Source: an optimization exercise on an open RTL-to-GDS flow (aim: small area, a short achievable clock period and few clock cycles per item). Production flows keep margins and buffers that such runs may drop.
Where RTL was checked, it was by simulation tests only, not by an equivalence proof against the original.
Power is estimated from default activity; no workload was simulated.

==> inputs of job 7883 <==
==> flow/design.v <==
`timescale 1ns / 1ps
package tpeq_pkg;
   localparam int DEFAULT_QUEUE_DEPTH = 16;
   localparam int ACTION_W   = 2;
   localparam int HANDLER_W  = 16;
   localparam int ARGUMENT_W = 16;
   localparam int ENTRY_W    = HANDLER_W + ARGUMENT_W;
   localparam int TOTAL_W    = 6;
   localparam int REQ_TDATA_W = 32;
   localparam int REQ_TUSER_W = 3;
   localparam int RSP_TDATA_W = 40;
   localparam int RSP_TUSER_W = 4;
   localparam logic [ACTION_W-1:0] ACT_PUSH = 2'd0;
   localparam logic [ACTION_W-1:0] ACT_POP  = 2'd1;
   localparam logic [ACTION_W-1:0] ACT_PEEK = 2'd2;
   typedef struct packed {
      logic accept;
      logic execute;
   } cmd_type;
   typedef struct packed {
      logic rsp_busy;
   } status_type;
endpackage
`timescale 1ns / 1ps
module two_priority_event_queue #(
   parameter int QUEUE_DEPTH = tpeq_pkg::DEFAULT_QUEUE_DEPTH
) (
   input  logic                             clock,
   input  logic                             reset,
   input  logic                             req_tvalid,
   output logic                             req_tready,
   input  logic [tpeq_pkg::REQ_TDATA_W-1:0] req_tdata,
   input  logic [tpeq_pkg::REQ_TUSER_W-1:0] req_tuser,
   output logic                             rsp_tvalid,
   input  logic                             rsp_tready,
   output logic [tpeq_pkg::RSP_TDATA_W-1:0] rsp_tdata,
   output logic [tpeq_pkg::RSP_TUSER_W-1:0] rsp_tuser
);
   localparam int PTR_W = $clog2(QUEUE_DEPTH);
   localparam int CNT_W = $clog2(QUEUE_DEPTH + 1);
   localparam int ENT_W = tpeq_pkg::ENTRY_W;
   localparam int TOT_W = tpeq_pkg::TOTAL_W;
   logic [ENT_W-1:0] high_mem [QUEUE_DEPTH];
   logic [ENT_W-1:0] low_mem  [QUEUE_DEPTH];
   logic [QUEUE_DEPTH-1:0] high_sel_ff;                   
   logic [QUEUE_DEPTH-1:0] low_head_ff;                   
   logic [QUEUE_DEPTH-1:0] low_sel_vec_ff;                
   logic [PTR_W-1:0]       high_tail_ff, low_tail_ff;
   logic [CNT_W-1:0]       high_count_ff, low_count_ff;
   logic                   high_any_ff;                   
   logic                   low_sel_ff;                    
   logic             rsp_tvalid_ff;
   logic [ENT_W-1:0] rsp_entry_ff;
   logic [TOT_W-1:0] total_ff;
   logic [3:0]       rsp_flags_ff;
   logic       accept;
   logic [1:0] action;
   logic       prio;
   logic       is_push, is_pop, is_read;
   logic       high_full, low_full, high_one, low_one;
   logic       push_ok, push_dropped, pop_ok;
   logic       high_push, low_push, high_pop, low_pop;
   logic       high_any_in, low_any_in;
   logic       entry_valid, from_high;
   logic [TOT_W-1:0] total_in;
   logic             all_empty;
   logic [2*QUEUE_DEPTH-1:0] head_sel;
   logic [ENT_W-1:0]         entry_word;
   assign req_tready = !rsp_tvalid_ff || rsp_tready;
   assign accept     = req_tvalid && req_tready;
   assign action  = req_tuser[1:0];
   assign prio    = req_tuser[2];
   assign is_push = (action == tpeq_pkg::ACT_PUSH);
   assign is_pop  = (action == tpeq_pkg::ACT_POP);
   assign is_read = (action == tpeq_pkg::ACT_POP) || (action == tpeq_pkg::ACT_PEEK);
   assign high_full = high_count_ff[CNT_W-1];
   assign low_full  = low_count_ff[CNT_W-1];
   assign high_one  = (high_count_ff == CNT_W'(1));
   assign low_one   = (low_count_ff == CNT_W'(1));
   assign push_dropped = is_push && (prio ? high_full : low_full);
   assign push_ok      = is_push && !(prio ? high_full : low_full);
   assign pop_ok       = is_pop && (high_any_ff || low_sel_ff);
   assign high_push    = accept && push_ok && prio;
   assign low_push     = accept && push_ok && !prio;
   assign high_pop     = accept && is_pop && high_any_ff;
   assign low_pop      = accept && is_pop && low_sel_ff;
   assign high_any_in = high_push || (high_any_ff && !(high_pop && high_one));
   assign low_any_in  = low_push || ((low_count_ff != '0) && !(low_pop && low_one));
   assign head_sel = {low_sel_vec_ff, high_sel_ff};
   logic [QUEUE_DEPTH-1:0] high_sel_in, low_head_in, high_tail_dec;
   logic                   low_sel_in;
   always_comb begin
      for (int i = 0; i < QUEUE_DEPTH; i++) high_tail_dec[i] = (high_tail_ff == PTR_W'(i));
      if (high_pop)
         high_sel_in = high_one ? '0 : {high_sel_ff[QUEUE_DEPTH-2:0], high_sel_ff[QUEUE_DEPTH-1]};
      else if (high_push && !high_any_ff)
         high_sel_in = high_tail_dec;    
      else
         high_sel_in = high_sel_ff;
   end
   assign low_head_in = low_pop ? {low_head_ff[QUEUE_DEPTH-2:0], low_head_ff[QUEUE_DEPTH-1]}
                                : low_head_ff;
   assign low_sel_in  = !high_any_in && low_any_in;
   for (genvar b = 0; b < ENT_W; b++) begin : g_rd
      logic [2*QUEUE_DEPTH-1:0] column;
      for (genvar i = 0; i < QUEUE_DEPTH; i++) begin : g_col
         assign column[i]               = high_mem[i][b];
         assign column[QUEUE_DEPTH + i] = low_mem[i][b];
      end
      tpeq_read_bit #(.N(2*QUEUE_DEPTH)) u_rd (
         .sel  (head_sel),
         .data (column),
         .en   (is_read),
         .bit_o(entry_word[b])
      );
   end
   assign entry_valid = is_read && (high_any_ff || low_sel_ff);
   assign from_high   = is_read && high_any_ff;
   assign total_in = push_ok ? total_ff + 1'b1 :
                     pop_ok  ? total_ff - 1'b1 : total_ff;
   assign all_empty = !push_ok && (pop_ok ? (total_ff == TOT_W'(1)) : (total_ff == '0));
   always_ff @(posedge clock) begin
      for (int i = 0; i < QUEUE_DEPTH; i++) begin
         if (!high_full && high_tail_ff == PTR_W'(i)) high_mem[i] <= req_tdata;
         if (!low_full && low_tail_ff == PTR_W'(i))   low_mem[i]  <= req_tdata;
      end
   end
   always_ff @(posedge clock) begin
      if (reset) begin
         high_sel_ff    <= '0;
         low_head_ff    <= QUEUE_DEPTH'(1);
         low_sel_vec_ff <= '0;
         high_tail_ff  <= '0;
         low_tail_ff   <= '0;
         high_count_ff <= '0;
         low_count_ff  <= '0;
         high_any_ff   <= 1'b0;
         low_sel_ff    <= 1'b0;
         total_ff      <= '0;
         rsp_tvalid_ff <= 1'b0;
      end else begin
         if (high_push) high_tail_ff <= high_tail_ff + 1'b1;
         if (low_push)  low_tail_ff  <= low_tail_ff + 1'b1;
         high_sel_ff    <= high_sel_in;
         low_head_ff    <= low_head_in;
         low_sel_vec_ff <= low_head_in & {QUEUE_DEPTH{low_sel_in}};
         if (high_push)     high_count_ff <= high_count_ff + 1'b1;
         else if (high_pop) high_count_ff <= high_count_ff - 1'b1;
         if (low_push)      low_count_ff <= low_count_ff + 1'b1;
         else if (low_pop)  low_count_ff <= low_count_ff - 1'b1;
         high_any_ff <= high_any_in;
         low_sel_ff  <= low_sel_in;
         if (accept) total_ff <= total_in;
         if (accept) rsp_tvalid_ff <= 1'b1;
         else if (rsp_tready) rsp_tvalid_ff <= 1'b0;
      end
   end
   always_ff @(posedge clock) begin
      if (accept) begin
         rsp_entry_ff <= entry_word;
         rsp_flags_ff <= {all_empty, push_dropped, from_high, entry_valid};
      end
   end
   assign rsp_tvalid = rsp_tvalid_ff;
   assign rsp_tdata  = {2'b00, total_ff, rsp_entry_ff};
   assign rsp_tuser  = rsp_flags_ff;
endmodule
module tpeq_read_bit #(
   parameter int N = 32
) (
   input  logic [N-1:0] sel,
   input  logic [N-1:0] data,
   input  logic         en,
   output logic         bit_o
);
   localparam int G3 = N / 3;
   localparam int R  = N - 3 * G3;
   localparam int G  = G3 + ((R != 0) ? 1 : 0);
   logic [G-1:0] none;
   for (genvar g = 0; g < G3; g++) begin : g_aoi
      tpeq_aoi222 u_aoi (
         .a1(sel[3*g]),   .a2(data[3*g]),
         .b1(sel[3*g+1]), .b2(data[3*g+1]),
         .c1(sel[3*g+2]), .c2(data[3*g+2]),
         .y (none[g])
      );
   end
   if (R == 2) begin : g_r2
      tpeq_aoi22 u_aoi (
         .a1(sel[N-2]), .a2(data[N-2]),
         .b1(sel[N-1]), .b2(data[N-1]),
         .y (none[G-1])
      );
   end else if (R == 1) begin : g_r1
      assign none[G-1] = !(sel[N-1] && data[N-1]);
   end
   assign bit_o = en && !(&none);
endmodule
module tpeq_aoi222 (
   input  logic a1, a2, b1, b2, c1, c2,
   output logic y
);
   assign y = !((a1 && a2) || (b1 && b2) || (c1 && c2));
endmodule
module tpeq_aoi22 (
   input  logic a1, a2, b1, b2,
   output logic y
);
   assign y = !((a1 && a2) || (b1 && b2));
endmodule
==> flow/run.sh <==
#!/bin/bash
# synth_recipe.tcl (not shown) runs the flow's synth.tcl, then flattens the netlist and writes it again
# the make line also repeats each setting of config.mk as NAME=value (left out here)
make -C /OpenROAD-flow-scripts/flow DESIGN_CONFIG=/design/flow/config.mk WORK_HOME=/design/flow/orfs CLKGATE_MAP_FILE= SYNTH_SCRIPT=/design/flow/synth_recipe.tcl finish
==> flow/config.mk <==
export PLATFORM = sky130hd
export DESIGN_NAME = two_priority_event_queue
export DESIGN_NICKNAME = two_priority_event_queue
export VERILOG_FILES = /design/flow/design.v
export SDC_FILE = /design/flow/constraint.sdc
export NUM_CORES = 4
export LEC_CHECK = 0
export CAP_MARGIN = 20
export CORE_MARGIN = 2
export CORE_UTILIZATION = 60
export CTS_CLUSTER_DIAMETER = 100
export CTS_CLUSTER_SIZE = 28
export SETUP_SLACK_MARGIN = 2.2
export SLEW_MARGIN = 20
export SYNTH_HIERARCHICAL = 1
==> flow/constraint.sdc <==
create_clock -name core_clock -period 4.2 [get_ports {clock}]
set_input_delay 0.8400 -clock core_clock [delete_from_list [all_inputs] [get_ports {clock}]]
set_output_delay 0.8400 -clock core_clock [all_outputs]
set_load 0.01 [all_outputs]
==> inputs of job 4362, as changes to job 7883 <==
--- a/flow/design.v
+++ b/flow/design.v
@@ -44,5 +44,3 @@
    logic [ENT_W-1:0] low_mem  [QUEUE_DEPTH];
-   logic [QUEUE_DEPTH-1:0] high_sel_ff;                   
-   logic [QUEUE_DEPTH-1:0] low_head_ff;                   
-   logic [QUEUE_DEPTH-1:0] low_sel_vec_ff;                
+   logic [QUEUE_DEPTH-1:0] high_head_ff, low_head_ff;    
    logic [PTR_W-1:0]       high_tail_ff, low_tail_ff;
@@ -65,3 +63,2 @@
    logic [TOT_W-1:0] total_in;
-   logic             all_empty;
    logic [2*QUEUE_DEPTH-1:0] head_sel;
@@ -88,17 +85,4 @@
    assign low_any_in  = low_push || ((low_count_ff != '0) && !(low_pop && low_one));
-   assign head_sel = {low_sel_vec_ff, high_sel_ff};
-   logic [QUEUE_DEPTH-1:0] high_sel_in, low_head_in, high_tail_dec;
-   logic                   low_sel_in;
-   always_comb begin
-      for (int i = 0; i < QUEUE_DEPTH; i++) high_tail_dec[i] = (high_tail_ff == PTR_W'(i));
-      if (high_pop)
-         high_sel_in = high_one ? '0 : {high_sel_ff[QUEUE_DEPTH-2:0], high_sel_ff[QUEUE_DEPTH-1]};
-      else if (high_push && !high_any_ff)
-         high_sel_in = high_tail_dec;    
-      else
-         high_sel_in = high_sel_ff;
-   end
-   assign low_head_in = low_pop ? {low_head_ff[QUEUE_DEPTH-2:0], low_head_ff[QUEUE_DEPTH-1]}
-                                : low_head_ff;
-   assign low_sel_in  = !high_any_in && low_any_in;
+   assign head_sel = {low_head_ff & {QUEUE_DEPTH{low_sel_ff}},
+                      high_head_ff & {QUEUE_DEPTH{high_any_ff}}};
    for (genvar b = 0; b < ENT_W; b++) begin : g_rd
@@ -120,3 +104,2 @@
                      pop_ok  ? total_ff - 1'b1 : total_ff;
-   assign all_empty = !push_ok && (pop_ok ? (total_ff == TOT_W'(1)) : (total_ff == '0));
    always_ff @(posedge clock) begin
@@ -129,5 +112,4 @@
       if (reset) begin
-         high_sel_ff    <= '0;
-         low_head_ff    <= QUEUE_DEPTH'(1);
-         low_sel_vec_ff <= '0;
+         high_head_ff  <= QUEUE_DEPTH'(1);
+         low_head_ff   <= QUEUE_DEPTH'(1);
          high_tail_ff  <= '0;
@@ -143,5 +125,4 @@
          if (low_push)  low_tail_ff  <= low_tail_ff + 1'b1;
-         high_sel_ff    <= high_sel_in;
-         low_head_ff    <= low_head_in;
-         low_sel_vec_ff <= low_head_in & {QUEUE_DEPTH{low_sel_in}};
+         if (high_pop)  high_head_ff <= {high_head_ff[QUEUE_DEPTH-2:0], high_head_ff[QUEUE_DEPTH-1]};
+         if (low_pop)   low_head_ff  <= {low_head_ff[QUEUE_DEPTH-2:0], low_head_ff[QUEUE_DEPTH-1]};
          if (high_push)     high_count_ff <= high_count_ff + 1'b1;
@@ -151,3 +132,3 @@
          high_any_ff <= high_any_in;
-         low_sel_ff  <= low_sel_in;
+         low_sel_ff  <= !high_any_in && low_any_in;
          if (accept) total_ff <= total_in;
@@ -160,3 +141,3 @@
          rsp_entry_ff <= entry_word;
-         rsp_flags_ff <= {all_empty, push_dropped, from_high, entry_valid};
+         rsp_flags_ff <= {(total_in == '0), push_dropped, from_high, entry_valid};
       end
@@ -175,22 +156,14 @@
 );
-   localparam int G3 = N / 3;
-   localparam int R  = N - 3 * G3;
-   localparam int G  = G3 + ((R != 0) ? 1 : 0);
-   logic [G-1:0] none;
-   for (genvar g = 0; g < G3; g++) begin : g_aoi
+   localparam int G = (N + 2) / 3;
+   logic [3*G-1:0] s_ext, d_ext;
+   logic [G-1:0]   none;
+   assign s_ext = (3*G)'(sel);
+   assign d_ext = (3*G)'(data);
+   for (genvar g = 0; g < G; g++) begin : g_aoi
       tpeq_aoi222 u_aoi (
-         .a1(sel[3*g]),   .a2(data[3*g]),
-         .b1(sel[3*g+1]), .b2(data[3*g+1]),
-         .c1(sel[3*g+2]), .c2(data[3*g+2]),
+         .a1(s_ext[3*g]),   .a2(d_ext[3*g]),
+         .b1(s_ext[3*g+1]), .b2(d_ext[3*g+1]),
+         .c1(s_ext[3*g+2]), .c2(d_ext[3*g+2]),
          .y (none[g])
       );
-   end
-   if (R == 2) begin : g_r2
-      tpeq_aoi22 u_aoi (
-         .a1(sel[N-2]), .a2(data[N-2]),
-         .b1(sel[N-1]), .b2(data[N-1]),
-         .y (none[G-1])
-      );
-   end else if (R == 1) begin : g_r1
-      assign none[G-1] = !(sel[N-1] && data[N-1]);
    end
@@ -204,7 +177 @@
 endmodule
-module tpeq_aoi22 (
-   input  logic a1, a2, b1, b2,
-   output logic y
-);
-   assign y = !((a1 && a2) || (b1 && b2));
-endmodule
Settings changed: CORE_UTILIZATION 60 to 40, CTS_CLUSTER_DIAMETER 100 to unset, CTS_CLUSTER_SIZE 28 to unset, SETUP_SLACK_MARGIN 2.2 to 2.0.
==> inputs of job 9381, as changes to job 7883 <==
--- a/flow/design.v
+++ b/flow/design.v
@@ -47,3 +47,3 @@
    logic [QUEUE_DEPTH-1:0] low_sel_vec_ff;                
-   logic [PTR_W-1:0]       high_tail_ff, low_tail_ff;
+   logic [QUEUE_DEPTH-1:0] high_wr_ff, low_wr_ff;        
    logic [CNT_W-1:0]       high_count_ff, low_count_ff;
@@ -59,3 +59,3 @@
    logic       is_push, is_pop, is_read;
-   logic       high_full, low_full, high_one, low_one;
+   logic       high_full, low_full, high_one, low_one, high_nearly, low_nearly;
    logic       push_ok, push_dropped, pop_ok;
@@ -78,2 +78,4 @@
    assign high_one  = (high_count_ff == CNT_W'(1));
+   assign high_nearly = (high_count_ff == CNT_W'(QUEUE_DEPTH - 1));
+   assign low_nearly  = (low_count_ff == CNT_W'(QUEUE_DEPTH - 1));
    assign low_one   = (low_count_ff == CNT_W'(1));
@@ -89,6 +91,5 @@
    assign head_sel = {low_sel_vec_ff, high_sel_ff};
-   logic [QUEUE_DEPTH-1:0] high_sel_in, low_head_in, high_tail_dec;
+   logic [QUEUE_DEPTH-1:0] high_sel_in, low_head_in, high_wr_in, low_wr_in;
    logic                   low_sel_in;
    always_comb begin
-      for (int i = 0; i < QUEUE_DEPTH; i++) high_tail_dec[i] = (high_tail_ff == PTR_W'(i));
       if (high_pop)
@@ -96,5 +97,17 @@
       else if (high_push && !high_any_ff)
-         high_sel_in = high_tail_dec;    
+         high_sel_in = high_wr_ff;       
       else
          high_sel_in = high_sel_ff;
+      if (high_push)
+         high_wr_in = high_nearly ? '0 : {high_wr_ff[QUEUE_DEPTH-2:0], high_wr_ff[QUEUE_DEPTH-1]};
+      else if (high_pop && high_full)
+         high_wr_in = high_sel_ff;
+      else
+         high_wr_in = high_wr_ff;
+      if (low_push)
+         low_wr_in = low_nearly ? '0 : {low_wr_ff[QUEUE_DEPTH-2:0], low_wr_ff[QUEUE_DEPTH-1]};
+      else if (low_pop && low_full)
+         low_wr_in = low_head_ff;
+      else
+         low_wr_in = low_wr_ff;
    end
@@ -123,4 +136,4 @@
       for (int i = 0; i < QUEUE_DEPTH; i++) begin
-         if (!high_full && high_tail_ff == PTR_W'(i)) high_mem[i] <= req_tdata;
-         if (!low_full && low_tail_ff == PTR_W'(i))   low_mem[i]  <= req_tdata;
+         if (high_wr_ff[i]) high_mem[i] <= req_tdata;
+         if (low_wr_ff[i])  low_mem[i]  <= req_tdata;
       end
@@ -132,4 +145,4 @@
          low_sel_vec_ff <= '0;
-         high_tail_ff  <= '0;
-         low_tail_ff   <= '0;
+         high_wr_ff    <= QUEUE_DEPTH'(1);
+         low_wr_ff     <= QUEUE_DEPTH'(1);
          high_count_ff <= '0;
@@ -141,4 +154,4 @@
       end else begin
-         if (high_push) high_tail_ff <= high_tail_ff + 1'b1;
-         if (low_push)  low_tail_ff  <= low_tail_ff + 1'b1;
+         high_wr_ff <= high_wr_in;
+         low_wr_ff  <= low_wr_in;
          high_sel_ff    <= high_sel_in;
@@ -157,7 +170,15 @@
    end
+   logic [ENT_W+3:0] rsp_in, rsp_new, rsp_q;
+   assign rsp_new = {all_empty, push_dropped, from_high, entry_valid, entry_word};
+   assign rsp_q   = {rsp_flags_ff, rsp_entry_ff};
+   for (genvar b = 0; b < ENT_W + 4; b++) begin : g_hold
+      tpeq_hold u_rsp_hold (
+         .load (accept),
+         .d    (rsp_new[b]),
+         .q    (rsp_q[b]),
+         .d_out(rsp_in[b])
+      );
+   end
    always_ff @(posedge clock) begin
-      if (accept) begin
-         rsp_entry_ff <= entry_word;
-         rsp_flags_ff <= {all_empty, push_dropped, from_high, entry_valid};
-      end
+      {rsp_flags_ff, rsp_entry_ff} <= rsp_in;
    end
@@ -177,3 +198,3 @@
    localparam int R  = N - 3 * G3;
-   localparam int G  = G3 + ((R != 0) ? 1 : 0);
+   localparam int G  = G3 + R;
    logic [G-1:0] none;
@@ -187,10 +208,4 @@
    end
-   if (R == 2) begin : g_r2
-      tpeq_aoi22 u_aoi (
-         .a1(sel[N-2]), .a2(data[N-2]),
-         .b1(sel[N-1]), .b2(data[N-1]),
-         .y (none[G-1])
-      );
-   end else if (R == 1) begin : g_r1
-      assign none[G-1] = !(sel[N-1] && data[N-1]);
+   for (genvar r = 0; r < R; r++) begin : g_rest
+      assign none[G3 + r] = !(sel[3*G3 + r] && data[3*G3 + r]);
    end
@@ -204,7 +219,9 @@
 endmodule
-module tpeq_aoi22 (
-   input  logic a1, a2, b1, b2,
-   output logic y
-);
-   assign y = !((a1 && a2) || (b1 && b2));
-endmodule
+module tpeq_hold (
+   input  logic load,
+   input  logic d,
+   input  logic q,
+   output logic d_out
+);
+   assign d_out = load ? d : q;
+endmodule
Settings changed: CAP_MARGIN 20 to 5, SLEW_MARGIN 20 to 5.
==> inputs of job 883, as changes to job 7883 <==
--- a/flow/design.v
+++ b/flow/design.v
@@ -44,5 +44,3 @@
    logic [ENT_W-1:0] low_mem  [QUEUE_DEPTH];
-   logic [QUEUE_DEPTH-1:0] high_sel_ff;                   
-   logic [QUEUE_DEPTH-1:0] low_head_ff;                   
-   logic [QUEUE_DEPTH-1:0] low_sel_vec_ff;                
+   logic [QUEUE_DEPTH-1:0] high_head_ff, low_head_ff;    
    logic [PTR_W-1:0]       high_tail_ff, low_tail_ff;
@@ -88,17 +86,4 @@
    assign low_any_in  = low_push || ((low_count_ff != '0) && !(low_pop && low_one));
-   assign head_sel = {low_sel_vec_ff, high_sel_ff};
-   logic [QUEUE_DEPTH-1:0] high_sel_in, low_head_in, high_tail_dec;
-   logic                   low_sel_in;
-   always_comb begin
-      for (int i = 0; i < QUEUE_DEPTH; i++) high_tail_dec[i] = (high_tail_ff == PTR_W'(i));
-      if (high_pop)
-         high_sel_in = high_one ? '0 : {high_sel_ff[QUEUE_DEPTH-2:0], high_sel_ff[QUEUE_DEPTH-1]};
-      else if (high_push && !high_any_ff)
-         high_sel_in = high_tail_dec;    
-      else
-         high_sel_in = high_sel_ff;
-   end
-   assign low_head_in = low_pop ? {low_head_ff[QUEUE_DEPTH-2:0], low_head_ff[QUEUE_DEPTH-1]}
-                                : low_head_ff;
-   assign low_sel_in  = !high_any_in && low_any_in;
+   assign head_sel = {low_head_ff & {QUEUE_DEPTH{low_sel_ff}},
+                      high_head_ff & {QUEUE_DEPTH{high_any_ff}}};
    for (genvar b = 0; b < ENT_W; b++) begin : g_rd
@@ -129,5 +114,4 @@
       if (reset) begin
-         high_sel_ff    <= '0;
-         low_head_ff    <= QUEUE_DEPTH'(1);
-         low_sel_vec_ff <= '0;
+         high_head_ff  <= QUEUE_DEPTH'(1);
+         low_head_ff   <= QUEUE_DEPTH'(1);
          high_tail_ff  <= '0;
@@ -143,5 +127,4 @@
          if (low_push)  low_tail_ff  <= low_tail_ff + 1'b1;
-         high_sel_ff    <= high_sel_in;
-         low_head_ff    <= low_head_in;
-         low_sel_vec_ff <= low_head_in & {QUEUE_DEPTH{low_sel_in}};
+         if (high_pop)  high_head_ff <= {high_head_ff[QUEUE_DEPTH-2:0], high_head_ff[QUEUE_DEPTH-1]};
+         if (low_pop)   low_head_ff  <= {low_head_ff[QUEUE_DEPTH-2:0], low_head_ff[QUEUE_DEPTH-1]};
          if (high_push)     high_count_ff <= high_count_ff + 1'b1;
@@ -151,3 +134,3 @@
          high_any_ff <= high_any_in;
-         low_sel_ff  <= low_sel_in;
+         low_sel_ff  <= !high_any_in && low_any_in;
          if (accept) total_ff <= total_in;
Settings changed: SETUP_SLACK_MARGIN 2.2 to 2.3.
==> run notes <==
item                                                                   job 7883   job 883  job 9381  job 4362
Status                                         no timing/DRC/antenna violations  no timing/DRC/antenna violations  no timing/DRC/antenna violations  no timing/DRC/antenna violations
Parity-gate share of the synthesized area counting xor and xnor cells    0.197%    0.288%    0.193%    0.265%
Seq Cell Count                                                             1135      1119      1159      1119
Share of total power in combinational logic                                4.2%      3.0%      5.9%      2.4%
Grt met2 use                                                              52.3%     57.3%     53.7%     35.3%
GR met3 Demand/Resource                                                   6.19%     14.0%     5.63%     6.14%
Number of cells on the worst reg-to-reg path                                  3         6         8         6
Worst reg-to-reg setup slack                                            2.03 ns   1.97 ns   2.05 ns   1.89 ns
Highest routed layer                                                       met4      met5      met5      met4
Vias                                                                      22700     24700     23800     23700
Floorplan die width                                                      262 um    261 um    265 um    319 um
Number of rows in the core area                                              94        94        95       115
Post-route clock period utilization                                       52.3%     53.7%     51.1%     55.1%
DR WL met3                                                             13200 um  24000 um  13500 um  18200 um
Compound-Gate Fraction of Synth Area                                      10.8%     10.8%     10.7%     10.5%
Maximum cell stage delay along the critical path                        0.53 ns   0.55 ns   0.47 ns   0.41 ns
Initial Utilization                                                       60.7%     60.4%     60.8%     40.4%
Worst path required time                                                3.36 ns   3.36 ns   4.76 ns   4.60 ns
Pre-CTS setup slack                                                    0.881 ns   1.15 ns  0.689 ns  0.731 ns
Wire length on met1                                                    41400 um  46800 um  45100 um  46900 um
Testbench counts of job 7883, summed over its fixed seeds: cycles 24,008, items 24,000.
Testbench counts of job 4362, summed over its fixed seeds: cycles 24,008, items 24,000.
For job 9381 and job 883, only the layout was checked, not whether the RTL still works.

-- what the ideal ports hide --
The results above use ideal ports. As a check the final layouts listed here were re-extracted and re-timed, cells and wires unchanged. Step 1: set_driving_cell puts a clkbuf_16 on clock and a buf_2 on each other input, an assumption about the parent block. Step 2 also shifts input and output timing later by t, the mid clock arrival at the registers, as if the neighbouring blocks saw the same clock. a / b / c = ideal ports / drivers / drivers and shift; a / b = the first two.
run | t (ns) | setup slack, ns | hold WS [ns] | worst setup path at the end | worst register clock-pin slew, ns
job 7883 | 0.698 | 2.002 / 1.937 / 1.556 | 0.488 / 0.488 / 0.488 | input to register | 0.11 / 0.11
job 4362 | 0.751 | 1.886 / 1.872 / 1.309 | 0.458 / 0.458 / 0.458 | input to register | 0.07 / 0.07
job 9381 | 0.698 | 2.054 / 1.988 / 1.464 | 0.485 / 0.485 / 0.485 | input to register | 0.11 / 0.11
job 883 | 0.705 | 1.944 / 1.879 / 1.734 | 0.480 / 0.480 / 0.480 | input to register | 0.11 / 0.11
After both steps setup and hold are still met in every run listed. For job 9381, which loses most, drivers alone change the setup slack by -0.066 ns; drivers and shift together by -0.590 ns.
